Context: an optimization exercise on an open-source flow, tuned for small area. The choices shown serve that exercise and are no tape-out recipe.
The RTL was checked by simulation tests, not by an equivalence proof against the original design.
In run 2 the design's own scripts or RTL, not TritonCTS, make the clock network.
The clock input has no modelled driver; a real chip could not lean on it and would need a root buffer or a full tree.
Power is estimated from default activity; no workload was simulated.

==> flow/run.sh <==
#!/bin/bash
# Own layout flow: the standard synthesis, then its combinational logic re-mapped
# for area (flip-flops untouched), then the standard layout with the port
# buffers made of the smallest buffer cell and a clock tree without dummy loads.
# Each tool's output goes to a log file here.
set -euo pipefail
here=$(cd "$(dirname "$0")" && pwd)
R=orfs/results/${FLOW_PLATFORM:-sky130hd}/dodge_top/base
bash standard.sh synth > flow_synth.log 2>&1
cp $R/1_2_yosys.v $R/1_2_yosys_standard.v
bash "$here/reabc.sh" $R/1_2_yosys_standard.v $R/1_2_yosys.v reabc_stat.txt ${FLOW_TOP:-dodge_top} > flow_reabc.log 2>&1
rm -f $R/1_synth.odb $R/1_synth.sdc
bash standard.sh "BUFFER_PORTS_ARGS=-buffer_cell sky130_fd_sc_hd__buf_1" \
	"CTS_ARGS=-root_buf sky130_fd_sc_hd__clkbuf_4 -buf_list sky130_fd_sc_hd__clkbuf_4 -dont_use_dummy_load -sink_clustering_enable -sink_clustering_size 20 -sink_clustering_max_diameter 100" \
	finish > flow_layout.log 2>&1
==> flow/abc_area.script <==
strash
&get -n
&fraig -x
&put
dc2
balance; rewrite; refactor; balance; rewrite; rewrite -z; balance; refactor -z; rewrite -z; balance
dc2
&get -n
&dch -f
&nf -a -R 1000
&put
mfs2
strash
dc2
&get -n
&dch -f
&nf -a -R 1000
&put
topo
==> flow/reabc.sh <==
#!/bin/bash
# usage: reabc.sh NETLIST_IN NETLIST_OUT STAT_OUT TOP
set -euo pipefail
here=$(cd "$(dirname "$0")" && pwd)
LIB=${FLOW_HOME:-/OpenROAD-flow-scripts/flow}/platforms/sky130hd/lib/sky130_fd_sc_hd__tt_025C_1v80.lib
DU="-dont_use *probe* -dont_use *lpflow* -dont_use *clkbuf* -dont_use *clkinv* -dont_use *clkdly* -dont_use *dlygate* -dont_use *dlymetal* -dont_use *ha_* -dont_use *fa_* -dont_use *fah* -dont_use *dfxtp* -dont_use *conb*"
sed -e "s#LIB_FILE#$LIB#g" -e "s#NETLIST_IN#$1#" -e "s#NETLIST_OUT#$2#" -e "s#STAT_OUT#$3#" -e "s#TOP#$4#" -e "s#ABC_SCRIPT#$here/abc_area.script#" -e "s#DONT_USE#$DU#" $here/reabc.ys > reabc_run.ys
yosys -s reabc_run.ys
==> flow/reabc.ys <==
# Re-maps the combinational logic of the standard synthesis netlist for area.
# The flip-flops stay as they are (same instances, names and cells).
read_liberty -ignore_miss_func LIB_FILE
blackbox sky130_fd_sc_hd__dfxtp_1 sky130_fd_sc_hd__dfxtp_2 sky130_fd_sc_hd__dfxtp_4 sky130_fd_sc_hd__conb_1
read_verilog NETLIST_IN
hierarchy -top TOP
flatten
rename -hide w:*.*
opt_clean -purge
abc -script ABC_SCRIPT -liberty LIB_FILE DONT_USE
opt_clean -purge
hilomap -singleton -hicell sky130_fd_sc_hd__conb_1 HI -locell sky130_fd_sc_hd__conb_1 LO
insbuf -buf sky130_fd_sc_hd__buf_1 A X
opt_clean -purge
tee -o STAT_OUT stat -liberty LIB_FILE
write_verilog -noattr -nohex -nodec NETLIST_OUT
==> standard.sh <==
#!/bin/bash
# synth_recipe.tcl (not shown) runs the flow's synth.tcl, then flattens the netlist and writes it again
# the make line also repeats each setting of config.mk as NAME=value (left out here)
make -C /OpenROAD-flow-scripts/flow DESIGN_CONFIG=/design/flow/config.mk WORK_HOME=/design/flow/orfs CLKGATE_MAP_FILE= SYNTH_SCRIPT=/design/flow/synth_recipe.tcl "${@:-finish}"
==> config.mk <==
export PLATFORM = sky130hd
export DESIGN_NAME = dodge_top
export DESIGN_NICKNAME = dodge_top
export VERILOG_FILES = /design/flow/design.v
export SDC_FILE = /design/flow/constraint.sdc
export NUM_CORES = 4
export LEC_CHECK = 0
export ABC_AREA = 1
export CAP_MARGIN = 20
export CORE_MARGIN = 2
export CORE_UTILIZATION = 40
export CTS_BUF_LIST = sky130_fd_sc_hd__clkbuf_4
export SLEW_MARGIN = 20
==> constraint.sdc <==
create_clock -name core_clock -period 10.0 [get_ports {clock}]
set_input_delay 2.0000 -clock core_clock [delete_from_list [all_inputs] [get_ports {clock}]]
set_output_delay 2.0000 -clock core_clock [all_outputs]
set_load 0.01 [all_outputs]
==> design.v <==
module dodge_top #(
	parameter int STEP_CYCLES = 50,
	parameter int SECOND_CYCLES = 200
) (
	input  logic        clock,
	input  logic        reset,
	input  logic        go,
	input  logic        go2,
	input  logic [3:0]  buttons,
	output logic        playing,
	output logic        game_over,
	output logic [1:0]  direction,
	output logic [5:0]  player,
	output logic [24:0] block_map,
	output logic [6:0]  hex0,
	output logic [6:0]  hex1
);
	logic p, g, x;
	logic [5:0] step_timer;  
	logic [3:0] steps;       
	logic [3:0] hist;        
	logic       sec_gt5;     
	logic [3:0] ones, tens;
	logic [2:0] pcol, prow;
	logic clear, step, tick, collision, rotate, rot_ok, start;
	assign playing = p;
	assign game_over = g;
	assign player = {pcol, prow};
	assign clear = !p && !g && (go || x);
	assign start = p && x;
	assign step = p && (step_timer == 6'b001001);
	assign rotate = go2 && sec_gt5;
	assign rot_ok = p && !collision && rotate;
	logic [3:0] steps_inc;
	logic [4:0] valid;   
	logic at3;           
	assign steps_inc[0] = (!steps[0]);
	assign steps_inc[1] = (steps[0] && !steps[1]) || (!steps[0] && steps[1]);
	assign steps_inc[2] = (!steps[1] && steps[2]) || (steps[3]) || (!steps[0] && steps[2]) || (steps[0] && steps[1] && !steps[2]);
	assign steps_inc[3] = (steps[0] && steps[1] && steps[2]);
	assign valid[0] = (steps[2]) || (steps[0]) || (steps[3]) || (steps[1]);
	assign valid[1] = (steps[2]) || (steps[1]) || (steps[3]);
	assign valid[2] = (steps[2]) || (steps[3]) || (steps[0] && steps[1]);
	assign valid[3] = (steps[2]) || (steps[3]);
	assign valid[4] = (steps[0] && steps[2]) || (steps[3]) || (steps[1] && steps[2]);
	assign at3 = (steps[0] && steps[1]);
	assign tick = step && at3;
	logic b1, b2, b3, b8;  
	assign b3 = hist[3] ^ hist[2];
	assign b2 = hist[2] ^ hist[1];
	assign b1 = hist[1] ^ hist[0];
	assign b8 = hist[0] ^ hist[3];
	logic [3:0] win [5];
	assign win[0] = {hist[0], b3, b2, b1};
	assign win[1] = {hist[1], hist[0], b3, b2};
	assign win[2] = {hist[2], hist[1], hist[0], b3};
	assign win[3] = hist;
	assign win[4] = {b8, hist[3], hist[2], hist[1]};
	logic horiz, rev;
	assign horiz = direction[0] ^ x;
	assign rev = direction[1] ^ (direction[0] && !x);
	logic [4:0] hot [5];
	logic [4:0] rel [5];
	assign hot[0][0] = (win[0][0] && win[0][1] && win[0][2] && win[0][3]) || (!win[0][0] && win[0][1] && !win[0][2] && win[0][3]) || (win[0][0] && !win[0][1] && win[0][2] && !win[0][3]);
	assign hot[0][1] = (!win[0][1] && !win[0][2] && !win[0][3]) || (!win[0][0] && win[0][1] && win[0][2] && !win[0][3]) || (win[0][0] && win[0][1] && !win[0][2] && win[0][3]);
	assign hot[0][2] = (!win[0][0] && !win[0][2] && !win[0][3]) || (!win[0][0] && !win[0][1] && win[0][2] && win[0][3]) || (win[0][0] && win[0][1] && win[0][2] && !win[0][3]);
	assign hot[0][3] = (!win[0][0] && !win[0][1] && !win[0][2]) || (win[0][0] && !win[0][1] && win[0][2] && win[0][3]) || (win[0][0] && win[0][1] && !win[0][2] && !win[0][3]);
	assign hot[0][4] = (!win[0][0] && !win[0][1] && !win[0][3]) || (win[0][0] && !win[0][1] && !win[0][2] && win[0][3]) || (!win[0][0] && win[0][1] && win[0][2] && win[0][3]);
	assign rel[0] = hot[0] & {5{valid[0]}};
	assign hot[1][0] = (win[1][0] && win[1][1] && win[1][2] && win[1][3]) || (!win[1][0] && win[1][1] && !win[1][2] && win[1][3]) || (win[1][0] && !win[1][1] && win[1][2] && !win[1][3]);
	assign hot[1][1] = (!win[1][1] && !win[1][2] && !win[1][3]) || (!win[1][0] && win[1][1] && win[1][2] && !win[1][3]) || (win[1][0] && win[1][1] && !win[1][2] && win[1][3]);
	assign hot[1][2] = (!win[1][0] && !win[1][2] && !win[1][3]) || (!win[1][0] && !win[1][1] && win[1][2] && win[1][3]) || (win[1][0] && win[1][1] && win[1][2] && !win[1][3]);
	assign hot[1][3] = (!win[1][0] && !win[1][1] && !win[1][2]) || (win[1][0] && !win[1][1] && win[1][2] && win[1][3]) || (win[1][0] && win[1][1] && !win[1][2] && !win[1][3]);
	assign hot[1][4] = (!win[1][0] && !win[1][1] && !win[1][3]) || (win[1][0] && !win[1][1] && !win[1][2] && win[1][3]) || (!win[1][0] && win[1][1] && win[1][2] && win[1][3]);
	assign rel[1] = hot[1] & {5{valid[1]}};
	assign hot[2][0] = (win[2][0] && win[2][1] && win[2][2] && win[2][3]) || (!win[2][0] && win[2][1] && !win[2][2] && win[2][3]) || (win[2][0] && !win[2][1] && win[2][2] && !win[2][3]);
	assign hot[2][1] = (!win[2][1] && !win[2][2] && !win[2][3]) || (!win[2][0] && win[2][1] && win[2][2] && !win[2][3]) || (win[2][0] && win[2][1] && !win[2][2] && win[2][3]);
	assign hot[2][2] = (!win[2][0] && !win[2][2] && !win[2][3]) || (!win[2][0] && !win[2][1] && win[2][2] && win[2][3]) || (win[2][0] && win[2][1] && win[2][2] && !win[2][3]);
	assign hot[2][3] = (!win[2][0] && !win[2][1] && !win[2][2]) || (win[2][0] && !win[2][1] && win[2][2] && win[2][3]) || (win[2][0] && win[2][1] && !win[2][2] && !win[2][3]);
	assign hot[2][4] = (!win[2][0] && !win[2][1] && !win[2][3]) || (win[2][0] && !win[2][1] && !win[2][2] && win[2][3]) || (!win[2][0] && win[2][1] && win[2][2] && win[2][3]);
	assign rel[2] = hot[2] & {5{valid[2]}};
	assign hot[3][0] = (win[3][0] && win[3][1] && win[3][2] && win[3][3]) || (!win[3][0] && win[3][1] && !win[3][2] && win[3][3]) || (win[3][0] && !win[3][1] && win[3][2] && !win[3][3]);
	assign hot[3][1] = (!win[3][1] && !win[3][2] && !win[3][3]) || (!win[3][0] && win[3][1] && win[3][2] && !win[3][3]) || (win[3][0] && win[3][1] && !win[3][2] && win[3][3]);
	assign hot[3][2] = (!win[3][0] && !win[3][2] && !win[3][3]) || (!win[3][0] && !win[3][1] && win[3][2] && win[3][3]) || (win[3][0] && win[3][1] && win[3][2] && !win[3][3]);
	assign hot[3][3] = (!win[3][0] && !win[3][1] && !win[3][2]) || (win[3][0] && !win[3][1] && win[3][2] && win[3][3]) || (win[3][0] && win[3][1] && !win[3][2] && !win[3][3]);
	assign hot[3][4] = (!win[3][0] && !win[3][1] && !win[3][3]) || (win[3][0] && !win[3][1] && !win[3][2] && win[3][3]) || (!win[3][0] && win[3][1] && win[3][2] && win[3][3]);
	assign rel[3] = hot[3] & {5{valid[3]}};
	assign hot[4][0] = (win[4][0] && win[4][1] && win[4][2] && win[4][3]) || (!win[4][0] && win[4][1] && !win[4][2] && win[4][3]) || (win[4][0] && !win[4][1] && win[4][2] && !win[4][3]);
	assign hot[4][1] = (!win[4][1] && !win[4][2] && !win[4][3]) || (!win[4][0] && win[4][1] && win[4][2] && !win[4][3]) || (win[4][0] && win[4][1] && !win[4][2] && win[4][3]);
	assign hot[4][2] = (!win[4][0] && !win[4][2] && !win[4][3]) || (!win[4][0] && !win[4][1] && win[4][2] && win[4][3]) || (win[4][0] && win[4][1] && win[4][2] && !win[4][3]);
	assign hot[4][3] = (!win[4][0] && !win[4][1] && !win[4][2]) || (win[4][0] && !win[4][1] && win[4][2] && win[4][3]) || (win[4][0] && win[4][1] && !win[4][2] && !win[4][3]);
	assign hot[4][4] = (!win[4][0] && !win[4][1] && !win[4][3]) || (win[4][0] && !win[4][1] && !win[4][2] && win[4][3]) || (!win[4][0] && win[4][1] && win[4][2] && win[4][3]);
	assign rel[4] = hot[4] & {5{valid[4]}};
	logic [4:0] line [5];
	always_comb
		for (int i = 0; i < 5; i++)
			line[i] = rev ? rel[4-i] : rel[i];
	always_comb
		for (int i = 0; i < 5; i++)
			for (int j = 0; j < 5; j++)
				block_map[i*5 + j] = horiz ? line[j][i] : line[i][j];
	logic [4:0] prow_hot, pcol_hot;
	assign prow_hot[0] = (!prow[0] && !prow[1] && !prow[2]);
	assign prow_hot[1] = (prow[0] && !prow[1]);
	assign prow_hot[2] = (!prow[0] && prow[1]);
	assign prow_hot[3] = (prow[0] && prow[1]);
	assign prow_hot[4] = (prow[2]);
	assign pcol_hot[0] = (!pcol[0] && !pcol[1] && !pcol[2]);
	assign pcol_hot[1] = (pcol[0] && !pcol[1]);
	assign pcol_hot[2] = (!pcol[0] && pcol[1]);
	assign pcol_hot[3] = (pcol[0] && pcol[1]);
	assign pcol_hot[4] = (pcol[2]);
	always_comb
	begin
		collision = 1'b0;
		for (int i = 0; i < 5; i++)
			for (int j = 0; j < 5; j++)
				collision = collision | (block_map[i*5 + j] && prow_hot[i] && pcol_hot[j]);
	end
	logic [3:0] moves;
	always_comb
		case (direction)
			2'd1: moves = {buttons[0], buttons[1], buttons[3], buttons[2]};
			2'd2: moves = {buttons[2], buttons[3], buttons[0], buttons[1]};
			2'd3: moves = {buttons[1], buttons[0], buttons[2], buttons[3]};
			default: moves = buttons;
		endcase
	logic [2:0] pcol_mv, prow_mv;
	assign pcol_mv[0] = (pcol[0] && moves[3] && moves[2]) || (pcol[0] && !moves[3] && !moves[2]) || (!pcol[0] && !pcol[2] && !moves[3] && moves[2]) || (pcol[2] && moves[3] && !moves[2]) || (!pcol[0] && pcol[1] && moves[3] && !moves[2]);
	assign pcol_mv[1] = (pcol[1] && moves[3] && moves[2]) || (!pcol[0] && pcol[1] && !moves[3]) || (pcol[0] && pcol[1] && !moves[2]) || (pcol[2] && moves[3] && !moves[2]) || (pcol[0] && !pcol[1] && !moves[3] && moves[2]);
	assign pcol_mv[2] = (pcol[2] && moves[2]) || (pcol[2] && !moves[3]) || (pcol[0] && pcol[1] && !moves[3] && moves[2]);
	assign prow_mv[0] = (prow[0] && moves[1] && moves[0]) || (prow[0] && !moves[1] && !moves[0]) || (!prow[0] && !prow[2] && !moves[1] && moves[0]) || (prow[2] && moves[1] && !moves[0]) || (!prow[0] && prow[1] && moves[1] && !moves[0]);
	assign prow_mv[1] = (prow[1] && moves[1] && moves[0]) || (!prow[0] && prow[1] && !moves[1]) || (prow[0] && prow[1] && !moves[0]) || (prow[2] && moves[1] && !moves[0]) || (prow[0] && !prow[1] && !moves[1] && moves[0]);
	assign prow_mv[2] = (prow[2] && moves[0]) || (prow[2] && !moves[1]) || (prow[0] && prow[1] && !moves[1] && moves[0]);
	logic [3:0] ones_inc, tens_inc;
	logic ones_wrap, ones_five;
	assign ones_inc[0] = (!ones[0]);
	assign ones_inc[1] = (!ones[0] && ones[1]) || (ones[0] && !ones[1] && !ones[3]);
	assign ones_inc[2] = (!ones[0] && ones[2]) || (!ones[1] && ones[2]) || (ones[0] && ones[1] && !ones[2]);
	assign ones_inc[3] = (!ones[0] && ones[3]) || (ones[0] && ones[1] && ones[2]);
	assign tens_inc[0] = (!tens[0]);
	assign tens_inc[1] = (!tens[0] && tens[1]) || (tens[0] && !tens[1] && !tens[3]);
	assign tens_inc[2] = (!tens[0] && tens[2]) || (!tens[1] && tens[2]) || (tens[0] && tens[1] && !tens[2]);
	assign tens_inc[3] = (!tens[0] && tens[3]) || (tens[0] && tens[1] && tens[2]);
	assign ones_wrap = (ones[0] && ones[3]);
	assign ones_five = (ones[0] && !ones[1] && ones[2]);
	always_ff @(posedge clock)
	begin
		step_timer <= (!p || step) ? 6'd0 : {step_timer[4:0], !(step_timer[5] ^ step_timer[4])};
		if (!reset)
		begin
			p <= 1'b0;
			g <= 1'b0;
			x <= 1'b0;
			direction <= 2'd0;
			steps <= 4'd0;
			hist <= 4'b0010;
			sec_gt5 <= 1'b0;
			ones <= 4'd0;
			tens <= 4'd0;
			pcol <= 3'd2;
			prow <= 3'd2;
		end
		else
		begin
			p <= clear || (p && !collision && !rotate);
			x <= clear || rot_ok;
			g <= (p && collision) || (g && !go2);
			if (rot_ok)
				direction <= {direction[1] ^ direction[0], !direction[0]};
			if (clear)
				steps <= 4'd0;
			else if (step)
				steps <= steps_inc;
			if (step)
				hist <= {hist[2:0], b3};
			if (start)
			begin
				sec_gt5 <= 1'b0;
				ones <= 4'd0;
				tens <= 4'd0;
			end
			else if (tick)
			begin
				if (ones_five)
					sec_gt5 <= 1'b1;
				ones <= ones_inc;
				if (ones_wrap)
					tens <= tens_inc;
			end
			if (clear && !x)
			begin
				pcol <= 3'd2;
				prow <= 3'd2;
			end
			else if (step)
			begin
				pcol <= pcol_mv;
				prow <= prow_mv;
			end
		end
	end
	assign hex0[0] = (!ones[0] && !ones[1] && ones[2]) || (ones[0] && !ones[1] && !ones[2] && !ones[3]);
	assign hex0[1] = (!ones[0] && ones[1] && ones[2]) || (ones[0] && !ones[1] && ones[2]);
	assign hex0[2] = (!ones[0] && ones[1] && !ones[2]);
	assign hex0[3] = (ones[0] && !ones[1] && !ones[2]) || (!ones[0] && !ones[1] && ones[2]) || (ones[0] && ones[1] && ones[2]);
	assign hex0[4] = (ones[0]) || (!ones[1] && ones[2]);
	assign hex0[5] = (ones[1] && !ones[2]) || (ones[0] && ones[1]) || (ones[0] && !ones[2] && !ones[3]);
	assign hex0[6] = (!ones[1] && !ones[2] && !ones[3]) || (ones[0] && ones[1] && ones[2]);
	assign hex1[0] = (!tens[0] && !tens[1] && tens[2]) || (tens[0] && !tens[1] && !tens[2] && !tens[3]);
	assign hex1[1] = (!tens[0] && tens[1] && tens[2]) || (tens[0] && !tens[1] && tens[2]);
	assign hex1[2] = (!tens[0] && tens[1] && !tens[2]);
	assign hex1[3] = (tens[0] && !tens[1] && !tens[2]) || (!tens[0] && !tens[1] && tens[2]) || (tens[0] && tens[1] && tens[2]);
	assign hex1[4] = (tens[0]) || (!tens[1] && tens[2]);
	assign hex1[5] = (tens[1] && !tens[2]) || (tens[0] && tens[1]) || (tens[0] && !tens[2] && !tens[3]);
	assign hex1[6] = (!tens[1] && !tens[2] && !tens[3]) || (tens[0] && tens[1] && tens[2]);
endmodule
==> metrics.md, run 1 <==
| Metric | Value |
|---|---|
| Post-Route WL | 7300 um |
| Largest net degree at the start of global routing | 33 |
| Hold buffers post-CTS | 0 |
| Critical Path AT | 2.58 ns |
| ANT cells | 0 |
| Port Buffers | 56 |
| Setup TNS | 0 ns |
| Total CTS buffers | 5 |
| Cells after Synth | 370 |
| Final hold slack | 0.472 ns |
| PostCTS Resize Cnt | 0 |
| Worst Hold Launch | step_timer[1] |
| I/O Pins | 57 |
| Worst EP required | 8.00 ns |
| Final min period | 4.58 ns |
| First-pass GRT wire length | 12,000 um |
| Pwr Total | 225 uW |
| Initial DRC count | 327 |
| Mapped cell area | 2530 um2 |
| R2R Path Start | hist[3] |
| Startpoint types | register |
| HPWL Detailed | 5590 um |
| # DRC | 0 |
| Yosys warning count | 5 |
| R2r worst-path depth | 15 |
| Crit end category | output pin |
| Antenna Nets Post-Route | 0 |
| Final number of hold-violating endpoints | 0 |
| Die Width | 83.6 um |
| Crit Path Class | register to output pin |
| Hold depth | 1 |
| Core area | 6240 um2 |
| Fillers | 666 |
| Initial Utilization | 40.6% |
| Sink Count | 34 |
| Fin crit share | 45.8% |
| Layout cells sized above 1 | 1.86% |
| CTS tree | yes |
| Nets | 441 |
| RSZ-0062 raised after global routing | no |
| Layout area overhead | 14.3% |
| P_leak | 0.000983 uW |
| Slew Limit Fails | 0 |
| DIE AREA | 6990 um2 |
| Slew Limit Headroom | 50.2% |
| Via density | 5.69 |
| Clk_skew | 0.0120 ns |
| Worst vdd ir | 0.0000589 V |
| GRT Overall Usage | 20.4% |
| Num rows | 29 |
| Worst Setup SP | hist[0] |
| Finish-stage setup viols | 0 |
| CTS Buffer Depth | 2 |
| Routability cong. | 0.966 |
| H-tree depth | 2 |
| Wire per inst | 14.4 um |
| Power density over cell area | 77.6 nW/um2 |
| Worst-margin pin slew | 0.741 ns |
| Status | no timing/DRC/antenna violations |
| CP Max Fanout | 14 |
| FMAX | 0.219 GHz |
| Initial antenna violation count | 0 |
| HP Class | register to register |
| Vias in the first global route | 2,439 |
| Syn nets | 378 |
| DR vias | 2,888 |
| MaxCap Viol Count | 0 |
| Avg Inst Size Synth | 6.85 um2 |
| DRT Pass-1 Iters | 5 |
| Worst-path clk slew | 0.10 ns |
| Post-CTS Setup Bufs | 0 |
| Clock latency (worst-skew pair) | 0.32 ns |
| Remaining Overflow, GRT | 0 |
| Root buf cell | clkbuf_4 |
| Die Y | 83.6 um |
per-stage QoR:
stage / cells / worst slack (ns) / cell area, um2 / util, %
floorplan: 370 / 5.61 / 2530 / -
global placement: 503 / 5.60 / 2850 / 45.7
detailed placement: 503 / 5.53 / 2850 / 45.7
CTS: 508 / 5.14 / 2890 / 46.3
global route: 508 / 5.13 / 2900 / 46.4
finish: 508 / 5.42 / 2900 / 46.4
worst max-delay path, stage by stage (launching register included):
cell     delay, ns
dfxtp_1       0.60
nand2_1       0.20
nand2_1       0.13
nor2b_1       0.32
nor3b_1       0.29
nor2_1        0.07
a21oi_1       0.23
nor2_1        0.07
a21oi_1       0.18
buf_1         0.17
sequential cells by signal, indices dropped and copies added, names as in the netlist:
name,flops
x,1
hist,4
step_timer,6
tens,4
sec_gt5,1
prow,3
g,1
direction,2
ones,4
pcol,3
p,1
steps,4
where the power goes:
part / internal [uW] / switching [uW]
logic: 7.74 / 13.7
clock network: 23.5 / 41.1
registers: 137 / 2.02
routing by layer:
metal | share of wire, % | up-vias | GRT usage (%) | routed length (um)
li1 | - | 1468 | - | -
met1 | 48 | 1318 | 30.8 | 3520
met2 | 45 | 100 | 31.6 | 3300
met3 | 6.3 | 2 | 3.07 | 459
met4 | 0.23 | 0 | 2.49 | 17
met5 | 0 | - | 0 | 0
path summary, 6_finish.rpt:
| check | endpoint | slack (ns) |
|---|---|---|
| hold reg to reg | step_timer[2] | 0.47 |
| hold / removal | step_timer[2] | 0.47 |
| setup reg to reg | direction[1] | 5.99 |
| setup / recovery | block_map[19] | 5.42 |
placed cells by master, fill, tap and decap left out, types with 2 or more instances in the layout:
cell	instances
and3_1	5
xnor2_1	2
nand3_1	12
inv_1	7
a222oi_1	3
nor3_1	13
mux2_1	5
nand4_1	3
o31ai_1	5
a211oi_1	3
mux2i_1	14
o21a_1	3
a21oi_1	46
a22oi_1	8
o22ai_1	2
nor4_1	5
nand2b_1	8
dfxtp_1	34
nor3b_1	4
clkbuf_4	5
a21o_1	4
or3_1	2
a32oi_1	2
nor2_1	57
buf_1	56
o21ai_0	26
or2_0	6
nand2_1	52
nor2b_1	14
a21boi_0	2
and2_0	10
o211ai_1	2
final cells by class:
class                           instances  area [um2]  share of cell area [%]
Inverter                                7        26.3                   0.907
Clock buffer                            5        37.5                    1.30
Timing Repair Buffer                   57         218                    7.51
Tap cell                               77        96.3                    3.32
Multi-Input combinational cell        328        1840                    63.5
Sequential cell                        34         681                    23.5
==> inputs of run 2 (changes only) <==
==> flow/run.sh (replaced) <==
#!/bin/bash
# Own layout flow: the standard synthesis, then its combinational logic re-mapped
# for area (flip-flops untouched), then the standard layout with the port
# buffers made of the smallest buffer cell and one clock buffer in place of the
# clock tree. Each tool's output goes to a log file here.
set -euo pipefail
here=$(cd "$(dirname "$0")" && pwd)
mkdir -p tmp
export TMPDIR=$PWD/tmp
R=orfs/results/${FLOW_PLATFORM:-sky130hd}/dodge_top/base
bash standard.sh synth > flow_synth.log 2>&1
cp $R/1_2_yosys.v $R/1_2_yosys_standard.v
bash "$here/reabc.sh" $R/1_2_yosys_standard.v $R/1_2_yosys.v reabc_stat.txt ${FLOW_TOP:-dodge_top} > flow_reabc.log 2>&1
rm -f $R/1_synth.odb $R/1_synth.sdc
export ONE_CLOCK_BUFFER=${ONE_CLOCK_BUFFER:-sky130_fd_sc_hd__clkbuf_16}
export ONE_CLOCK_NET=clock
bash standard.sh "BUFFER_PORTS_ARGS=-buffer_cell sky130_fd_sc_hd__buf_1" \
	"PRE_CTS_TCL=$here/one_clock_buffer.tcl" \
	finish > flow_layout.log 2>&1
==> flow/abc_st2.script (new file) <==
strash
&get -n
&fraig -x
&put
dc2
balance; rewrite; refactor; balance; rewrite; rewrite -z; balance; refactor -z; rewrite -z; balance
dc2
dch -f
map -a
mfs2
strash
dc2
dch -f
map -a
mfs2
strash
dc2
dch -f
map -a
topo
==> flow/abc_st3.script (new file) <==
strash
&get -n
&fraig -x
&put
dc2
balance; rewrite; refactor; balance; rewrite; rewrite -z; balance; refactor -z; rewrite -z; balance
dc2
&get -n
&dch -f
&nf -a -R 1000
&put
mfs2
strash
dc2
&get -n
&dch -f
&nf -a -R 1000
&put
topo
==> flow/abc_strong.script (new file) <==
strash
&get -n
&fraig -x
&put
dc2
balance; rewrite; refactor; balance; rewrite; rewrite -z; balance; refactor -z; rewrite -z; balance
dc2
dch -f
map -a
mfs2
strash
dc2
dch -f
map -a
topo
==> flow/one_clock_buffer.tcl (new file) <==
# Sourced before ORFS's CTS step (PRE_CTS_TCL). The design is small enough for
# one clock buffer to drive every flip-flop, so ORFS's clock_tree_synthesis call
# is replaced by inserting that buffer at the centre of the flip-flops; the rest
# of the CTS step (legalisation, timing repair) runs as usual.
rename clock_tree_synthesis orfs_clock_tree_synthesis
proc clock_tree_synthesis { args } {
  set block [ord::get_db_block]
  set master [[ord::get_db] findMaster $::env(ONE_CLOCK_BUFFER)]
  set clk_net [$block findNet $::env(ONE_CLOCK_NET)]
  set sinks [$clk_net getITerms]
  set sx 0
  set sy 0
  set n 0
  foreach it $sinks {
    set bb [[$it getInst] getBBox]
    set sx [expr {$sx + ([$bb xMin] + [$bb xMax]) / 2}]
    set sy [expr {$sy + ([$bb yMin] + [$bb yMax]) / 2}]
    incr n
  }
  set buf [odb::dbInst_create $block $master clkbuf_root]
  set leaf [odb::dbNet_create $block clknet_root]
  $leaf setSigType CLOCK
  foreach it $sinks {
    $it disconnect
    $it connect $leaf
  }
  [$buf findITerm A] connect $clk_net
  [$buf findITerm X] connect $leaf
  $buf setLocation [expr {$sx / $n}] [expr {$sy / $n}]
  $buf setPlacementStatus PLACED
  puts "one_clock_buffer: $::env(ONE_CLOCK_BUFFER) drives $n clock pins"
}
==> flow/reabc.sh (replaced) <==
#!/bin/bash
# usage: reabc.sh NETLIST_IN NETLIST_OUT STAT_OUT TOP
# Re-maps the combinational logic with each ABC script here and keeps the
# smallest result.
set -euo pipefail
here=$(cd "$(dirname "$0")" && pwd)
LIB=${FLOW_HOME:-/OpenROAD-flow-scripts/flow}/platforms/sky130hd/lib/sky130_fd_sc_hd__tt_025C_1v80.lib
DU="-dont_use *probe* -dont_use *lpflow* -dont_use *clkbuf* -dont_use *clkinv* -dont_use *clkdly* -dont_use *dlygate* -dont_use *dlymetal* -dont_use *ha_* -dont_use *fa_* -dont_use *fah* -dont_use *dfxtp* -dont_use *conb*"
best=""
best_area=""
for s in "$here"/abc_*.script; do
	n=$(basename "$s" .script)
	sed -e "s#LIB_FILE#$LIB#g" -e "s#NETLIST_IN#$1#" -e "s#NETLIST_OUT#$2.$n#" -e "s#STAT_OUT#$3.$n#" -e "s#TOP#$4#" -e "s#ABC_SCRIPT#$s#" -e "s#DONT_USE#$DU#" "$here/reabc.ys" > reabc_$n.ys
	yosys -s reabc_$n.ys > reabc_$n.log 2>&1
	a=$(awk '/Chip area/ {print $NF}' "$3.$n")
	echo "$n: $a"
	if [[ -z "$best" ]] || awk -v a="$a" -v b="$best_area" 'BEGIN {exit !(a < b)}'; then
		best=$n
		best_area=$a
	fi
done
echo "kept $best ($best_area)"
cp "$2.$best" "$2"
cp "$3.$best" "$3"
removed: flow/abc_area.script
==> run 2 against run 1 <==
Compared with the run above:
- sequential power about the same
- largest cell class unchanged
- cell count decreased by 0.79%
- global-route usage decreased by 0.89 points
- clock power decreased by 17%
- via count about the same
- still clean on timing, DRC and antenna
- synthesized cell count unchanged
- die area unchanged
- total power decreased by 5.0%
- core utilization decreased by 0.20 points
- hold slack improved by 0.0019 ns
- clock skew decreased by 0.0075 ns
==> metrics.md, run 2 <==
| Metric | Value |
|---|---|
| Crit Path Class | register to output pin |
| P_leak | 0.000972 uW (-1.1%) |
| Setup TNS | 0 ns (unchanged) |
| Num rows | 29 (unchanged) |
| Mapped cell area | 2530 um2 (unchanged) |
| Hold buffers post-CTS | 0 (unchanged) |
| First-pass GRT wire length | 11,900 um (-1.2%) |
| Post-Route WL | 7190 um (-1.5%) |
| Max FFs per register | 6 (unchanged) |
| Port Buffers | 56 (unchanged) |
| Slew Limit Fails | 0 (unchanged) |
| Worst EP required | 8.00 ns (about the same) |
| CP Cell Sequence | nand2_1 > nand2_1 > nor2b_1 > nor3b_1 > nor2_1 > a21oi_1 > nor2_1 > a21oi_1 > buf_1 |
| Fin crit share | 44.5% (-1.2 points) |
| Power density over cell area | 74.1 nW/um2 (-4.6%) |
| Yosys warning count | 5 (unchanged) |
| Initial antenna violation count | 0 (unchanged) |
| I/O Pins | 57 (unchanged) |
| CP delay by family, top | simple AND/OR/NAND/NOR gates |
| MaxCap Viol Count | 0 (unchanged) |
| Slew Limit Headroom | 51.8% (+1.7 points) |
| Clk_skew | 0.00452 ns (-0.00752 ns) |
| Clock latency (worst-skew pair) | 0.18 ns (-0.14 ns) |
| Hold depth | 1 (unchanged) |
| Remaining Overflow, GRT | 0 (unchanged) |
| DR vias | 2,886 (-0.069%) |
| Startpoint types | register |
| RSZ-0062 raised after global routing | no |
| FMAX | 0.225 GHz (+2.8%) |
| HP Class | register to register |
| Commonest non-fill, non-tap cells in the layout | nor2_1, buf_1, nand2_1 |
| # DRC | 0 (unchanged) |
| Routability cong. | 0.966 (unchanged) |
| HPWL Detailed | 5590 um (unchanged) |
| DRT Pass-1 Iters | 5 (unchanged) |
| Vias in the first global route | 2,405 (-1.4%) |
| Slowest CP cell | dfxtp_1 |
| Cells after DPL | 503 (unchanged) |
| DIE AREA | 6990 um2 (unchanged) |
| Final number of hold-violating endpoints | 0 (unchanged) |
| Via density | 5.73 (+0.72%) |
| Antenna Nets Post-Route | 0 (unchanged) |
| Wire per inst | 14.3 um (-0.71%) |
| Crit end category | output pin |
| Commonest non-fill, non-tap cell in the layout | nor2_1 |
| R2r worst-path depth | 15 (unchanged) |
| Layout cells sized above 1 | 0.937% (-0.92 points) |
| Cells after Synth | 370 (unchanged) |
| GRT Overall Usage | 19.5% (-0.89 points) |
| Slowest stage delay, CP | 0.62 ns (+0.02 ns) |
| Largest Register | step_timer |
| Worst vdd ir | 0.0000893 V (+52%) |
| Initial Utilization | 40.6% (unchanged) |
| Worst-path clk slew | 0.12 ns (+0.02 ns) |
| Largest net degree at the start of global routing | 35 (+6.1%) |
| Layout area overhead | 13.8% |
| Worst path depth | 9 (unchanged) |
| Fin cells | 504 (-0.79%) |
| Worst-margin pin slew | 0.716 ns (-0.0247 ns) |
| Final min period | 4.45 ns (-0.123 ns) |
| CP Max Fanout | 14 (unchanged) |
| Die Width | 83.6 um (unchanged) |
| Critical Path AT | 2.45 ns (-0.13 ns) |
| Nets | 437 (-0.91%) |
| Die Y | 83.6 um (unchanged) |
| Core area | 6240 um2 (unchanged) |
| Avg Inst Size Synth | 6.85 um2 (unchanged) |
| ANT cells | 0 (unchanged) |
| Syn nets | 378 (unchanged) |
| Post-CTS Setup Bufs | 0 (unchanged) |
| Status | no timing/DRC/antenna violations |
| CP bufs+invs | 1 (unchanged) |
| Initial DRC count | 294 (-10%) |
| Finish-stage setup viols | 0 (unchanged) |
| PostCTS Resize Cnt | 0 (unchanged) |
## run 2: area by class of cell
cell class	instances	area (um2)
inverters	7	26.3
well taps	77	96.3
multi-input cells	328	1840
flip-flops and latches	34	681
fillers	663	3360
plain buffers	1	25.0
repair buffers	57	218
## run 2: report_power, final
| group | internal (uW) | total, uW | switching [uW] |
|---|---|---|---|
| Combinational | 7.74 | 21.4 | 13.6 |
| Clock | 18.8 | 53.4 | 34.6 |
| Sequential | 137 | 139 | 1.98 |
| Total | 164 | 214 | 50.2 |
## run 2: through the flow
stage          setup slack, ns  hold slack [ns]  utilization [%]  area (um2)  power (uW)
2_1_floorplan             5.61            0.431                -        2530         156
5_1_grt                   5.27            0.508             46.2        2890         222
3_3_place_gp              5.60            0.445             45.7        2850         164
3_5_place_dp              5.53            0.450             45.7        2850         164
6_report                  5.55            0.474             46.2        2890         214
4_1_cts                   5.50            0.451             46.1        2880         203
## run 2: path summary, 6_finish.rpt
path / startpoint / to / slack (ns)
worst max-delay path: hist[0] / block_map[19] / 5.55
worst min-delay path: step_timer[1] / step_timer[2] / 0.47
worst max register to register: hist[3] / direction[1] / 5.96
worst min register to register: step_timer[1] / step_timer[2] / 0.47
## run 2: worst reg2reg max path, cell delays in order (launching register included)
cell,delay [ns]
dfxtp_1,0.68
or2_0,0.31
o21ai_0,0.18
or2_0,0.31
a22oi_1,0.29
mux2i_1,0.15
nor2b_1,0.15
a221oi_1,0.19
a21boi_0,0.11
a221o_1,0.26
nor4_1,0.53
nand2_1,0.15
nor2_1,0.22
and2_0,0.21
o21ai_0,0.10
a21oi_1,0.14
## run 2: layer usage
layer	global-route usage (%)	up-vias	part of all wire (%)
li1	-	1460	-
met1	30.3	1321	48
met2	31.7	101	45
met3	0.593	4	6.2
met4	0.880	0	0.32
met5	0	-	0
==> inputs of run 3 (changes only) <==
--- a/design.v
+++ b/design.v
@@ -17,7 +17,7 @@
 );
 	logic p, g, x;
 	logic [5:0] step_timer;  
-	logic [3:0] steps;       
+	logic [1:0] q;           
 	logic [3:0] hist;        
 	logic       sec_gt5;     
 	logic [3:0] ones, tens;
@@ -31,19 +31,16 @@
 	assign step = p && (step_timer == 6'b001001);
 	assign rotate = go2 && sec_gt5;
 	assign rot_ok = p && !collision && rotate;
-	logic [3:0] steps_inc;
-	logic [4:0] valid;   
-	logic at3;           
-	assign steps_inc[0] = (!steps[0]);
-	assign steps_inc[1] = (steps[0] && !steps[1]) || (!steps[0] && steps[1]);
-	assign steps_inc[2] = (!steps[1] && steps[2]) || (steps[3]) || (!steps[0] && steps[2]) || (steps[0] && steps[1] && !steps[2]);
-	assign steps_inc[3] = (steps[0] && steps[1] && steps[2]);
-	assign valid[0] = (steps[2]) || (steps[0]) || (steps[3]) || (steps[1]);
-	assign valid[1] = (steps[2]) || (steps[1]) || (steps[3]);
-	assign valid[2] = (steps[2]) || (steps[3]) || (steps[0] && steps[1]);
-	assign valid[3] = (steps[2]) || (steps[3]);
-	assign valid[4] = (steps[0] && steps[2]) || (steps[3]) || (steps[1] && steps[2]);
-	assign at3 = (steps[0] && steps[1]);
+	logic [4:0] valid;
+	logic t0, t1, at3;
+	assign t0 = !sec_gt5 && (tens == 4'd3) && (ones == 4'd3);
+	assign t1 = !sec_gt5 && (tens == 4'd3) && (ones == 4'd14);
+	assign valid[0] = !start && !(t0 && q == 2'd0);
+	assign valid[1] = !start && !(t0 && !q[1]);
+	assign valid[2] = !start && !(t0 && q != 2'd3);
+	assign valid[3] = !start && !t0;
+	assign valid[4] = !start && !t0 && !(t1 && q == 2'd0);
+	assign at3 = (q == 2'd3);
 	assign tick = step && at3;
 	logic b1, b2, b3, b8;  
 	assign b3 = hist[3] ^ hist[2];
@@ -134,16 +131,16 @@
 	assign prow_mv[2] = (prow[2] && moves[0]) || (prow[2] && !moves[1]) || (prow[0] && prow[1] && !moves[1] && moves[0]);
 	logic [3:0] ones_inc, tens_inc;
 	logic ones_wrap, ones_five;
-	assign ones_inc[0] = (!ones[0]);
-	assign ones_inc[1] = (!ones[0] && ones[1]) || (ones[0] && !ones[1] && !ones[3]);
-	assign ones_inc[2] = (!ones[0] && ones[2]) || (!ones[1] && ones[2]) || (ones[0] && ones[1] && !ones[2]);
-	assign ones_inc[3] = (!ones[0] && ones[3]) || (ones[0] && ones[1] && ones[2]);
-	assign tens_inc[0] = (!tens[0]);
-	assign tens_inc[1] = (!tens[0] && tens[1]) || (tens[0] && !tens[1] && !tens[3]);
-	assign tens_inc[2] = (!tens[0] && tens[2]) || (!tens[1] && tens[2]) || (tens[0] && tens[1] && !tens[2]);
-	assign tens_inc[3] = (!tens[0] && tens[3]) || (tens[0] && tens[1] && tens[2]);
-	assign ones_wrap = (ones[0] && ones[3]);
-	assign ones_five = (ones[0] && !ones[1] && ones[2]);
+	assign ones_inc[0] = (!ones[0]) || (!ones[2] && ones[3]) || (!ones[1] && ones[3]);
+	assign ones_inc[1] = (!ones[0] && ones[2]) || (ones[0] && !ones[2]) || (!ones[1] && !ones[2]) || (ones[1] && ones[2] && ones[3]);
+	assign ones_inc[2] = (ones[1] && !ones[2]) || (!ones[1] && ones[2]);
+	assign ones_inc[3] = (ones[1]) || (!ones[3]);
+	assign tens_inc[0] = (!tens[0]) || (!tens[2] && tens[3]) || (!tens[1] && tens[3]);
+	assign tens_inc[1] = (!tens[0] && tens[2]) || (tens[0] && !tens[2]) || (!tens[1] && !tens[2]) || (tens[1] && tens[2] && tens[3]);
+	assign tens_inc[2] = (tens[1] && !tens[2]) || (!tens[1] && tens[2]);
+	assign tens_inc[3] = (tens[1]) || (!tens[3]);
+	assign ones_wrap = (!ones[1] && !ones[2]);
+	assign ones_five = (ones[0] && !ones[1] && ones[3]);
 	always_ff @(posedge clock)
 	begin
 		step_timer <= (!p || step) ? 6'd0 : {step_timer[4:0], !(step_timer[5] ^ step_timer[4])};
@@ -153,11 +150,11 @@
 			g <= 1'b0;
 			x <= 1'b0;
 			direction <= 2'd0;
-			steps <= 4'd0;
+			q <= 2'd0;
 			hist <= 4'b0010;
 			sec_gt5 <= 1'b0;
-			ones <= 4'd0;
-			tens <= 4'd0;
+			ones <= 4'd3;
+			tens <= 4'd3;
 			pcol <= 3'd2;
 			prow <= 3'd2;
 		end
@@ -169,16 +166,16 @@
 			if (rot_ok)
 				direction <= {direction[1] ^ direction[0], !direction[0]};
 			if (clear)
-				steps <= 4'd0;
+				q <= 2'd0;
 			else if (step)
-				steps <= steps_inc;
+				q <= {q[1] ^ q[0], !q[0]};
 			if (step)
 				hist <= {hist[2:0], b3};
 			if (start)
 			begin
 				sec_gt5 <= 1'b0;
-				ones <= 4'd0;
-				tens <= 4'd0;
+				ones <= 4'd3;
+				tens <= 4'd3;
 			end
 			else if (tick)
 			begin
@@ -200,18 +197,18 @@
 			end
 		end
 	end
-	assign hex0[0] = (!ones[0] && !ones[1] && ones[2]) || (ones[0] && !ones[1] && !ones[2] && !ones[3]);
-	assign hex0[1] = (!ones[0] && ones[1] && ones[2]) || (ones[0] && !ones[1] && ones[2]);
-	assign hex0[2] = (!ones[0] && ones[1] && !ones[2]);
-	assign hex0[3] = (ones[0] && !ones[1] && !ones[2]) || (!ones[0] && !ones[1] && ones[2]) || (ones[0] && ones[1] && ones[2]);
-	assign hex0[4] = (ones[0]) || (!ones[1] && ones[2]);
-	assign hex0[5] = (ones[1] && !ones[2]) || (ones[0] && ones[1]) || (ones[0] && !ones[2] && !ones[3]);
-	assign hex0[6] = (!ones[1] && !ones[2] && !ones[3]) || (ones[0] && ones[1] && ones[2]);
-	assign hex1[0] = (!tens[0] && !tens[1] && tens[2]) || (tens[0] && !tens[1] && !tens[2] && !tens[3]);
-	assign hex1[1] = (!tens[0] && tens[1] && tens[2]) || (tens[0] && !tens[1] && tens[2]);
-	assign hex1[2] = (!tens[0] && tens[1] && !tens[2]);
-	assign hex1[3] = (tens[0] && !tens[1] && !tens[2]) || (!tens[0] && !tens[1] && tens[2]) || (tens[0] && tens[1] && tens[2]);
-	assign hex1[4] = (tens[0]) || (!tens[1] && tens[2]);
-	assign hex1[5] = (tens[1] && !tens[2]) || (tens[0] && tens[1]) || (tens[0] && !tens[2] && !tens[3]);
-	assign hex1[6] = (!tens[1] && !tens[2] && !tens[3]) || (tens[0] && tens[1] && tens[2]);
+	assign hex0[0] = (!ones[0] && ones[1]);
+	assign hex0[1] = (ones[0] && !ones[1]);
+	assign hex0[2] = (ones[0] && !ones[2] && ones[3]);
+	assign hex0[3] = (!ones[0]);
+	assign hex0[4] = (!ones[0]) || (ones[2] && ones[3]);
+	assign hex0[5] = (!ones[0] && ones[2]) || (ones[0] && ones[1] && ones[3]);
+	assign hex0[6] = (!ones[0] && ones[2]) || (!ones[2] && !ones[3]);
+	assign hex1[0] = (!tens[0] && tens[1]);
+	assign hex1[1] = (tens[0] && !tens[1]);
+	assign hex1[2] = (tens[0] && !tens[2] && tens[3]);
+	assign hex1[3] = (!tens[0]);
+	assign hex1[4] = (!tens[0]) || (tens[2] && tens[3]);
+	assign hex1[5] = (!tens[0] && tens[2]) || (tens[0] && tens[1] && tens[3]);
+	assign hex1[6] = (!tens[0] && tens[2]) || (!tens[2] && !tens[3]);
 endmodule
==> flow/run.sh (replaced) <==
#!/bin/bash
# Own layout flow: the standard synthesis, then its combinational logic re-mapped
# for area (flip-flops untouched), then the standard layout with the port
# buffers made of the smallest buffer cell and a clock tree without dummy loads.
# Each tool's output goes to a log file here.
set -euo pipefail
here=$(cd "$(dirname "$0")" && pwd)
mkdir -p tmp
export TMPDIR=$PWD/tmp
R=orfs/results/${FLOW_PLATFORM:-sky130hd}/dodge_top/base
bash standard.sh synth > flow_synth.log 2>&1
cp $R/1_2_yosys.v $R/1_2_yosys_standard.v
bash "$here/reabc.sh" $R/1_2_yosys_standard.v $R/1_2_yosys.v reabc_stat.txt ${FLOW_TOP:-dodge_top} > flow_reabc.log 2>&1
rm -f $R/1_synth.odb $R/1_synth.sdc
bash standard.sh "BUFFER_PORTS_ARGS=-buffer_cell sky130_fd_sc_hd__buf_1" \
	"CTS_ARGS=-root_buf sky130_fd_sc_hd__clkbuf_4 -buf_list sky130_fd_sc_hd__clkbuf_4 -dont_use_dummy_load -sink_clustering_enable -sink_clustering_size 20 -sink_clustering_max_diameter 100" \
	finish > flow_layout.log 2>&1
==> flow/abc_ds.script (new file) <==
strash
&get -n
&fraig -x
&put
dc2
&get -n
&deepsyn -T 150
&put
dch -f
map -a
mfs2
strash
dc2
&get -n
&dch -f
&nf -a -R 1000
&put
mfs2
strash
dc2
dch -f
map -a
topo
removed: flow/one_clock_buffer.tcl
==> run 3 against run 2 <==
Compared with the run above:
- still clean
- via count is 1.0% lower
- flip-flop and latch count is 2 lower
- sequential power is 5% lower
- global-route usage is 2.2 points higher
- total power is 0.99% higher
- design area is 5.9% lower
- critical path depth stayed put
- die area is 6.0% lower
- core utilization is 0.48 points higher
==> metrics.md, run 3 <==
| Metric | Value |
|---|---|
| FMAX | 0.205 GHz (-8.9%) |
| Layout cells sized above 1 | 3.04% (+2.1 points) |
| GRT Overall Usage | 21.8% (+2.2 points) |
| DIE AREA | 6570 um2 (-6.0%) |
| Clk_skew | 0.0208 ns (+0.0163 ns) |
| Yosys warning count | 5 (unchanged) |
| R2R Path Start | tens[0] |
| Finish-stage setup viols | 0 (unchanged) |
| Cells after DPL | 530 (+5.4%) |
| PostCTS Resize Cnt | 0 (unchanged) |
| # DRC | 0 (unchanged) |
| Post-CTS Setup Bufs | 0 (unchanged) |
| R2r worst-path depth | 17 (+2) |
| Most used cell, CP | nor4_1 |
| I/O Pins | 57 (unchanged) |
| Root buf cell | clkbuf_4 |
| CTS tree | yes |
| Critical Path AT | 2.89 ns (+0.44 ns) |
| Largest net degree at the start of global routing | 22 (-37%) |
| Max FFs per register | 6 (unchanged) |
| Core area | 5820 um2 (-6.8%) |
| DRT Pass-1 Iters | 5 (unchanged) |
| Port Buffers | 56 (unchanged) |
| Clock latency (worst-skew pair) | 0.33 ns (+0.15 ns) |
| RSZ-0062 raised after global routing | no |
| H-tree depth | 2 |
| CP Cell Sequence | inv_1 > nor4_1 > nand3_1 > nor4_1 > nor2_1 > a22o_2 > nand2_1 > o21ai_0 > buf_1 |
| Post-Route WL | 7000 um (-2.6%) |
| HPWL Detailed | 5730 um (+2.4%) |
| Mapped cell area | 2380 um2 (-6.3%) |
| Reg2reg end | direction[1] |
| Worst path depth | 9 (unchanged) |
| Initial DRC count | 208 (-29%) |
| Num rows | 28 (-3.4%) |
| Hold buffers post-CTS | 0 (unchanged) |
| Fin crit share | 48.9% (+4.3 points) |
| Remaining Overflow, GRT | 0 (unchanged) |
| Final number of hold-violating endpoints | 0 (unchanged) |
| Initial Utilization | 40.9% (+0.24 points) |
| Power density over cell area | 79.5 nW/um2 (+7.3%) |
| Crit end category | output pin |
| Wire per inst | 13.1 um (-8.3%) |
| Final min period | 4.89 ns (+0.433 ns) |
| Die Width | 81.1 um (-3.0%) |
| CP endpoint | block_map[9] |
| Worst-path clk slew | 0.10 ns (-0.02 ns) |
| Crit Path Class | register to output pin |
| P_leak | 0.00110 uW (+13%) |
| Setup TNS | 0 ns (unchanged) |
| Total CTS buffers | 5 |
| MaxCap Viol Count | 0 (unchanged) |
| CP Max Fanout | 7 (-7) |
| Worst EP required | 8.00 ns (about the same) |
| Die Y | 81.1 um (-3.0%) |
| Layout area overhead | 14.3% |
| Startpoint types | register |
| Antenna Nets Post-Route | 0 (unchanged) |
| CP delay by family, top | simple AND/OR/NAND/NOR gates |
| Worst vdd ir | 0.0000430 V (-52%) |
| Slew Limit Headroom | 48.7% (-3.1 points) |
| Avg Inst Size Synth | 5.94 um2 (-13%) |
| Cells after Synth | 400 (+8.1%) |
| Slowest stage delay, CP | 0.61 ns (about the same) |
| Vias in the first global route | 2,529 (+5.2%) |
| Nets | 470 (+7.6%) |
| DR vias | 2,857 (-1.0%) |
| Syn nets | 408 (+7.9%) |
| Status | no timing/DRC/antenna violations |
| CTS Buffer Depth | 2 |
| Commonest non-fill, non-tap cells in the layout | nand2_1, nor2_1, inv_1 |
| Slew Limit Fails | 0 (unchanged) |
| Fin cells | 535 (+6.2%) |
| HP Class | register to register |
| CP bufs+invs | 2 (+1) |
| Via density | 5.34 (-6.7%) |
| Initial antenna violation count | 0 (unchanged) |
| First-pass GRT wire length | 11,300 um (-5.0%) |
| Commonest non-fill, non-tap cell in the layout | nand2_1 |
| Worst Setup SP | tens[0] |
| Worst-margin pin slew | 0.763 ns (+0.0466 ns) |
| Sink Count | 32 |
| Slowest CP cell | nor4_1 |
| Flop2flop setup slack | 5.95 ns (about the same) |
| Routability cong. | 0.939 (-2.8%) |
| Largest Register | step_timer |
| ANT cells | 0 (unchanged) |
==> run 3: worst register-to-register path, cell delays in order, from the launching register on <==
cell and delay [ns]:
dfxtp_1 0.43, inv_1 0.15, nor4_1 0.29, nand3_1 0.17, nor4_1 0.61, nor2_1 0.24
a22o_2 0.29, nand2_1 0.06, o21ai_0 0.12, a221oi_1 0.28, a31oi_1 0.11, a21oi_1 0.19
o2111ai_1 0.20, nor3_1 0.33, inv_1 0.07, nor2_1 0.16, xor2_1 0.16, nor2_1 0.05
==> run 3: per-stage QoR <==
step	total power [uW]	util (%)	hold WS, ns	setup WS [ns]	area [um2]
2_1_floorplan	149	-	0.404	5.99	2380
3_3_place_gp	156	46.0	0.421	5.46	2680
3_5_place_dp	156	46.0	0.423	5.41	2680
4_1_cts	219	46.7	0.437	5.03	2710
5_1_grt	229	46.7	0.456	4.86	2720
6_report	216	46.7	0.432	5.11	2720
==> run 3: power by group <==
| group | total, uW | internal, uW | switching (uW) |
|---|---|---|---|
| clock network | 62.5 | 23.5 | 39.1 |
| logic | 21.7 | 5.87 | 15.8 |
| registers | 132 | 130 | 2.01 |
| total | 216 | 159 | 56.9 |
==> run 3: how the worst min path moves through the flow <==
stage	start	slack [ns]	cells after the start	endpoint
2_1_floorplan	step_timer[2]	0.40	2	step_timer[3]
3_3_place_gp	step_timer[2]	0.42	2	step_timer[3]
3_5_place_dp	step_timer[2]	0.42	2	step_timer[3]
4_1_cts	step_timer[2]	0.44	2	step_timer[3]
5_1_grt	step_timer[3]	0.46	2	step_timer[4]
6_report	step_timer[2]	0.43	2	step_timer[3]
==> run 3: area by class of cell <==
| cell class | instances | area, um2 |
|---|---|---|
| clock buffers | 5 | 37.5 |
| fillers | 676 | 3100 |
| inverters | 69 | 259 |
| multi-input cells | 298 | 1480 |
| flip-flops and latches | 32 | 641 |
| well taps | 75 | 93.8 |
| repair buffers | 56 | 210 |
==> run 3: metal layers <==
layer | up-vias | global-route usage, % | share of wire (%)
met5 | - | 0 | 0
met4 | 0 | 8.14 | 2.4
met3 | 15 | 4.11 | 6.6
met2 | 111 | 37.0 | 46
met1 | 1271 | 27.2 | 45
li1 | 1460 | - | -
==> inputs of run 4 (changes only) <==
--- a/design.v
+++ b/design.v
@@ -33,8 +33,8 @@
 	assign rot_ok = p && !collision && rotate;
 	logic [4:0] valid;
 	logic t0, t1, at3;
-	assign t0 = !sec_gt5 && (tens == 4'd3) && (ones == 4'd3);
-	assign t1 = !sec_gt5 && (tens == 4'd3) && (ones == 4'd14);
+	assign t0 = !sec_gt5 && (tens == 4'd10) && (ones == 4'd3);
+	assign t1 = !sec_gt5 && (tens == 4'd10) && (ones == 4'd14);
 	assign valid[0] = !start && !(t0 && q == 2'd0);
 	assign valid[1] = !start && !(t0 && !q[1]);
 	assign valid[2] = !start && !(t0 && q != 2'd3);
@@ -135,10 +135,10 @@
 	assign ones_inc[1] = (!ones[0] && ones[2]) || (ones[0] && !ones[2]) || (!ones[1] && !ones[2]) || (ones[1] && ones[2] && ones[3]);
 	assign ones_inc[2] = (ones[1] && !ones[2]) || (!ones[1] && ones[2]);
 	assign ones_inc[3] = (ones[1]) || (!ones[3]);
-	assign tens_inc[0] = (!tens[0]) || (!tens[2] && tens[3]) || (!tens[1] && tens[3]);
-	assign tens_inc[1] = (!tens[0] && tens[2]) || (tens[0] && !tens[2]) || (!tens[1] && !tens[2]) || (tens[1] && tens[2] && tens[3]);
-	assign tens_inc[2] = (tens[1] && !tens[2]) || (!tens[1] && tens[2]);
-	assign tens_inc[3] = (tens[1]) || (!tens[3]);
+	assign tens_inc[0] = (!tens[0] && tens[3]) || (!tens[1] && !tens[2]) || (!tens[0] && tens[1] && tens[2]);
+	assign tens_inc[1] = (!tens[2]);
+	assign tens_inc[2] = (!tens[0] && tens[1]) || (tens[1] && tens[2]);
+	assign tens_inc[3] = (tens[0] && tens[3]) || (!tens[1] && tens[3]) || (!tens[0] && tens[1] && tens[2]);
 	assign ones_wrap = (!ones[1] && !ones[2]);
 	assign ones_five = (ones[0] && !ones[1] && ones[3]);
 	always_ff @(posedge clock)
@@ -154,7 +154,7 @@
 			hist <= 4'b0010;
 			sec_gt5 <= 1'b0;
 			ones <= 4'd3;
-			tens <= 4'd3;
+			tens <= 4'd10;
 			pcol <= 3'd2;
 			prow <= 3'd2;
 		end
@@ -175,7 +175,7 @@
 			begin
 				sec_gt5 <= 1'b0;
 				ones <= 4'd3;
-				tens <= 4'd3;
+				tens <= 4'd10;
 			end
 			else if (tick)
 			begin
@@ -204,11 +204,11 @@
 	assign hex0[4] = (!ones[0]) || (ones[2] && ones[3]);
 	assign hex0[5] = (!ones[0] && ones[2]) || (ones[0] && ones[1] && ones[3]);
 	assign hex0[6] = (!ones[0] && ones[2]) || (!ones[2] && !ones[3]);
-	assign hex1[0] = (!tens[0] && tens[1]);
-	assign hex1[1] = (tens[0] && !tens[1]);
-	assign hex1[2] = (tens[0] && !tens[2] && tens[3]);
-	assign hex1[3] = (!tens[0]);
-	assign hex1[4] = (!tens[0]) || (tens[2] && tens[3]);
-	assign hex1[5] = (!tens[0] && tens[2]) || (tens[0] && tens[1] && tens[3]);
-	assign hex1[6] = (!tens[0] && tens[2]) || (!tens[2] && !tens[3]);
+	assign hex1[0] = (tens[0] && !tens[3]);
+	assign hex1[1] = (!tens[0] && tens[1] && !tens[3]);
+	assign hex1[2] = (!tens[0] && !tens[1] && tens[2]);
+	assign hex1[3] = (tens[0]);
+	assign hex1[4] = (tens[0]) || (!tens[2] && !tens[3]);
+	assign hex1[5] = (tens[0] && tens[2]) || (!tens[1] && !tens[3]);
+	assign hex1[6] = (tens[0] && tens[2]) || (!tens[0] && tens[1] && tens[3]);
 endmodule
==> flow/abc_ds.template (new file) <==
strash
&get -n
&fraig -x
&put
dc2
&get -n
&deepsyn -T DS_TIME -S DS_SEED
&put
dch -f
map -a
mfs2
strash
dc2
&get -n
&dch -f
&nf -a -R 1000
&put
mfs2
strash
dc2
dch -f
map -a
topo
==> flow/reabc.sh (replaced) <==
#!/bin/bash
# usage: reabc.sh NETLIST_IN NETLIST_OUT STAT_OUT TOP
# Re-maps the combinational logic with several ABC scripts (the fixed abc_*.script
# files here, and abc_ds.template with each seed in DS_SEEDS) in parallel and
# keeps the smallest result. The flip-flops are left as they are.
set -euo pipefail
here=$(cd "$(dirname "$0")" && pwd)
LIB=${FLOW_HOME:-/OpenROAD-flow-scripts/flow}/platforms/sky130hd/lib/sky130_fd_sc_hd__tt_025C_1v80.lib
DU="-dont_use *probe* -dont_use *lpflow* -dont_use *clkbuf* -dont_use *clkinv* -dont_use *clkdly* -dont_use *dlygate* -dont_use *dlymetal* -dont_use *ha_* -dont_use *fa_* -dont_use *fah* -dont_use *dfxtp* -dont_use *conb*"
mkdir -p reabc
cp "$here"/abc_*.script reabc/
for s in ${DS_SEEDS:-0 1 2 3 4 5 6 7}; do
	sed -e "s/DS_TIME/${DS_TIME:-150}/" -e "s/DS_SEED/$s/" "$here/abc_ds.template" > reabc/abc_ds$s.script
done
for s in reabc/abc_*.script; do
	n=$(basename "$s" .script)
	sed -e "s#LIB_FILE#$LIB#g" -e "s#NETLIST_IN#$1#" -e "s#NETLIST_OUT#reabc/$n.v#" -e "s#STAT_OUT#reabc/$n.stat#" -e "s#TOP#$4#" -e "s#ABC_SCRIPT#$PWD/$s#" -e "s#DONT_USE#$DU#" "$here/reabc.ys" > reabc/$n.ys
	echo "yosys -s reabc/$n.ys > reabc/$n.log 2>&1"
done | xargs -P ${NUM_CORES:-4} -I{} bash -c "{}"
best=""
best_area=""
for f in reabc/*.stat; do
	n=$(basename "$f" .stat)
	a=$(awk '/Chip area/ {print $NF}' "$f")
	echo "$n: $a"
	if [[ -z "$best" ]] || awk -v a="$a" -v b="$best_area" 'BEGIN {exit !(a < b)}'; then
		best=$n
		best_area=$a
	fi
done
echo "kept $best ($best_area)"
cp "reabc/$best.v" "$2"
cp "reabc/$best.stat" "$3"
removed: flow/abc_ds.script
==> run 4 against run 3 <==
Compared with the run above:
- still clean
- synthesized cell count is 3.5% lower
- routed wire length is 1.3% higher
- first-iteration DRC count is 1.4% higher
- critical path depth is 1 higher
- clock skew is 0.0085 ns lower
- synthesized area is 1.6% lower
- non-clock buffer count stayed put
- core utilization is 1.2 points higher
- clock-buffer cell count stayed put
- largest cell class unchanged
==> metrics.md, run 4 <==
| Metric | Value |
|---|---|
| Hold buffers post-CTS | 0 (unchanged) |
| CTS Buffer Depth | 2 (unchanged) |
| Commonest non-fill, non-tap cells in the layout | nor2_1, inv_1, nand2_1 |
| Post-Route WL | 7090 um (+1.3%) |
| Sink Count | 32 (unchanged) |
| Nets | 455 (-3.2%) |
| GRT Overall Usage | 22.7% (+0.94 points) |
| PostCTS Resize Cnt | 0 (unchanged) |
| Hold depth | 2 (unchanged) |
| Largest net degree at the start of global routing | 22 (unchanged) |
| Sequential Area | 641 um2 (unchanged) |
| P_leak | 0.00106 uW (-4.1%) |
| Remaining Overflow, GRT | 0 (unchanged) |
| CP Max Fanout | 9 (+2) |
| Worst-path clk slew | 0.09 ns (about the same) |
| Setup TNS | 0 ns (unchanged) |
| ANT cells | 0 (unchanged) |
| Die Width | 80.4 um (-0.78%) |
| # DRC | 0 (unchanged) |
| DRT Pass-1 Iters | 5 (unchanged) |
| Initial Utilization | 41.9% (+1.1 points) |
| Finish-stage setup viols | 0 (unchanged) |
| FMAX | 0.212 GHz (+3.7%) |
| Worst vdd ir | 0.0000622 V (+45%) |
| Critical Path AT | 2.71 ns (-0.18 ns) |
| R2R Path Start | direction[0] |
| Status | no timing/DRC/antenna violations |
| Cells after Synth | 386 (-3.5%) |
| Syn nets | 394 (-3.4%) |
| Worst Setup SP | direction[0] |
| Slew Limit Fails | 0 (unchanged) |
| Total CTS buffers | 5 (unchanged) |
| Fin crit share | 47.1% (-1.7 points) |
| Root buf cell | clkbuf_4 |
| Slew Limit Headroom | 54.6% (+6.0 points) |
| Area of the multi-input gates | 1460 um2 (-0.85%) |
| Layout area overhead | 14.2% (about the same) |
| CTS tree | yes |
| Vias in the first global route | 2,517 (-0.47%) |
| Avg Inst Size Synth | 6.06 um2 (+1.9%) |
| Commonest non-fill, non-tap cell in the layout | nor2_1 |
| Yosys warning count | 5 (unchanged) |
| Worst Hold Launch | step_timer[2] |
| Startpoint types | register |
| Final min period | 4.71 ns (-0.174 ns) |
| Die Y | 80.4 um (-0.78%) |
| Initial DRC count | 211 (+1.4%) |
| Power density over cell area | 80.4 nW/um2 (+1.2%) |
| H-tree depth | 2 (unchanged) |
| Worst EP required | 8.00 ns (about the same) |
| I/O Pins | 57 (unchanged) |
| RSZ-0062 raised after global routing | no |
| Fillers | 621 (-8.1%) |
| Flop2flop setup slack | 6.33 ns (+0.38 ns) |
| Clk_skew | 0.0123 ns (-0.00849 ns) |
| MaxCap Viol Count | 0 (unchanged) |
| First-pass GRT wire length | 11,600 um (+2.9%) |
| Mapped cell area | 2340 um2 (-1.6%) |
| Worst-margin pin slew | 0.680 ns (-0.0833 ns) |
| Largest Register | step_timer |
| DIE AREA | 6470 um2 (-1.5%) |
| HP Class | register to register |
| Clock latency (worst-skew pair) | 0.33 ns (about the same) |
| HPWL Detailed | 5610 um (-2.1%) |
| Crit end category | output pin |
| Wire per inst | 13.7 um (+4.8%) |
| Post-CTS Setup Bufs | 0 (unchanged) |
| DR vias | 2,879 (+0.77%) |
| Util after Layout | 47.9% (+1.2 points) |
| Num rows | 27 (-3.6%) |
| R2r worst-path depth | 18 (+1) |
| Max FFs per register | 6 (unchanged) |
| Layout cells sized above 1 | 2.70% (-0.35 points) |
| Final number of hold-violating endpoints | 0 (unchanged) |
| Antenna Nets Post-Route | 0 (unchanged) |
| Crit Path Class | register to output pin |
| Initial antenna violation count | 0 (unchanged) |
| Via density | 5.57 (+4.3%) |
| Core area | 5570 um2 (-4.2%) |
| Routability cong. | 0.846 (-9.9%) |
| Port Buffers | 56 (unchanged) |
-- run 4: layout make-up --
type                       count  area share, %
clock buffer                   5           1.41
inverter                      61           8.58
multi-input combinational    291           54.8
sequential                    32           24.0
tap                           72           3.37
timing repair buffer          56           7.87
-- run 4: path summary, 6_finish.rpt --
path | to
worst max-delay path | block_map[10]
worst min-delay path | step_timer[3]
worst max register to register | direction[1]
worst min register to register | step_timer[3]
-- run 4: critical path, stage by stage (launching register included) --
cell     delay (ns)
dfxtp_1        0.42
inv_1          0.16
nor2_1         0.21
inv_1          0.05
o21ai_0        0.20
inv_1          0.12
nor2_1         0.44
a32o_1         0.27
inv_1          0.06
o21ai_0        0.26
buf_1          0.19
-- run 4: metal layers --
metal,track usage (%),share of wire [%],up-vias
met1,30.1,45,1285
met5,0,0,-
met3,2.92,6.5,21
met2,36.2,45,128
li1,-,-,1445
met4,11.0,3.0,0
-- run 4: per-stage QoR --
| stage | worst slack, ns | instances | hold WS (ns) | power, uW | instance area [um2] |
|---|---|---|---|---|---|
| 2_1_floorplan | 5.93 | 386 | 0.404 | 147 | 2340 |
| 6_report | 5.29 | 517 | 0.436 | 215 | 2670 |
| 3_5_place_dp | 5.42 | 512 | 0.417 | 154 | 2630 |
| 3_3_place_gp | 5.48 | 512 | 0.418 | 154 | 2630 |
| 5_1_grt | 4.92 | 517 | 0.448 | 226 | 2670 |
| 4_1_cts | 5.07 | 517 | 0.434 | 218 | 2670 |
-- run 4: power by group --
| part | switching [uW] | internal, uW |
|---|---|---|
| clock network | 39.8 | 23.5 |
| logic | 15.4 | 5.97 |
| registers | 1.13 | 129 |

[re-timing with driven ports]
Ports are ideal in the flow. The routed layouts listed here were re-timed in OpenROAD.
Step 1: set_driving_cell puts a clkbuf_16 on clock and a buf_2 on each other input, an assumption about the parent block.
Step 2, shift: input delay + t, output delay - t, t = (earliest + latest rising clock arrival at the registers) / 2. This alone moves slack from input paths to output paths.
Three values: ideal ports, drivers, drivers and shift; two values: the first two.
run | t, ns | setup WS [ns] | worst setup path after step 2 | worst register clock-pin slew, ns | worst data-port slew with drivers (ns)
run 1 | 0.336 | 5.424 / 5.400 / 5.736 | register to output | 0.10 / 0.10 | 0.03
run 2 | 0.211 | 5.547 / 5.515 / 5.726 | register to output | 0.12 / 0.12 | 0.03
run 3 | 0.345 | 5.115 / 5.087 / 5.432 | register to output | 0.10 / 0.10 | 0.03
run 4 | 0.343 | 5.289 / 5.266 / 5.609 | register to output | 0.09 / 0.09 | 0.03
After both steps setup and hold are still met in every run listed.
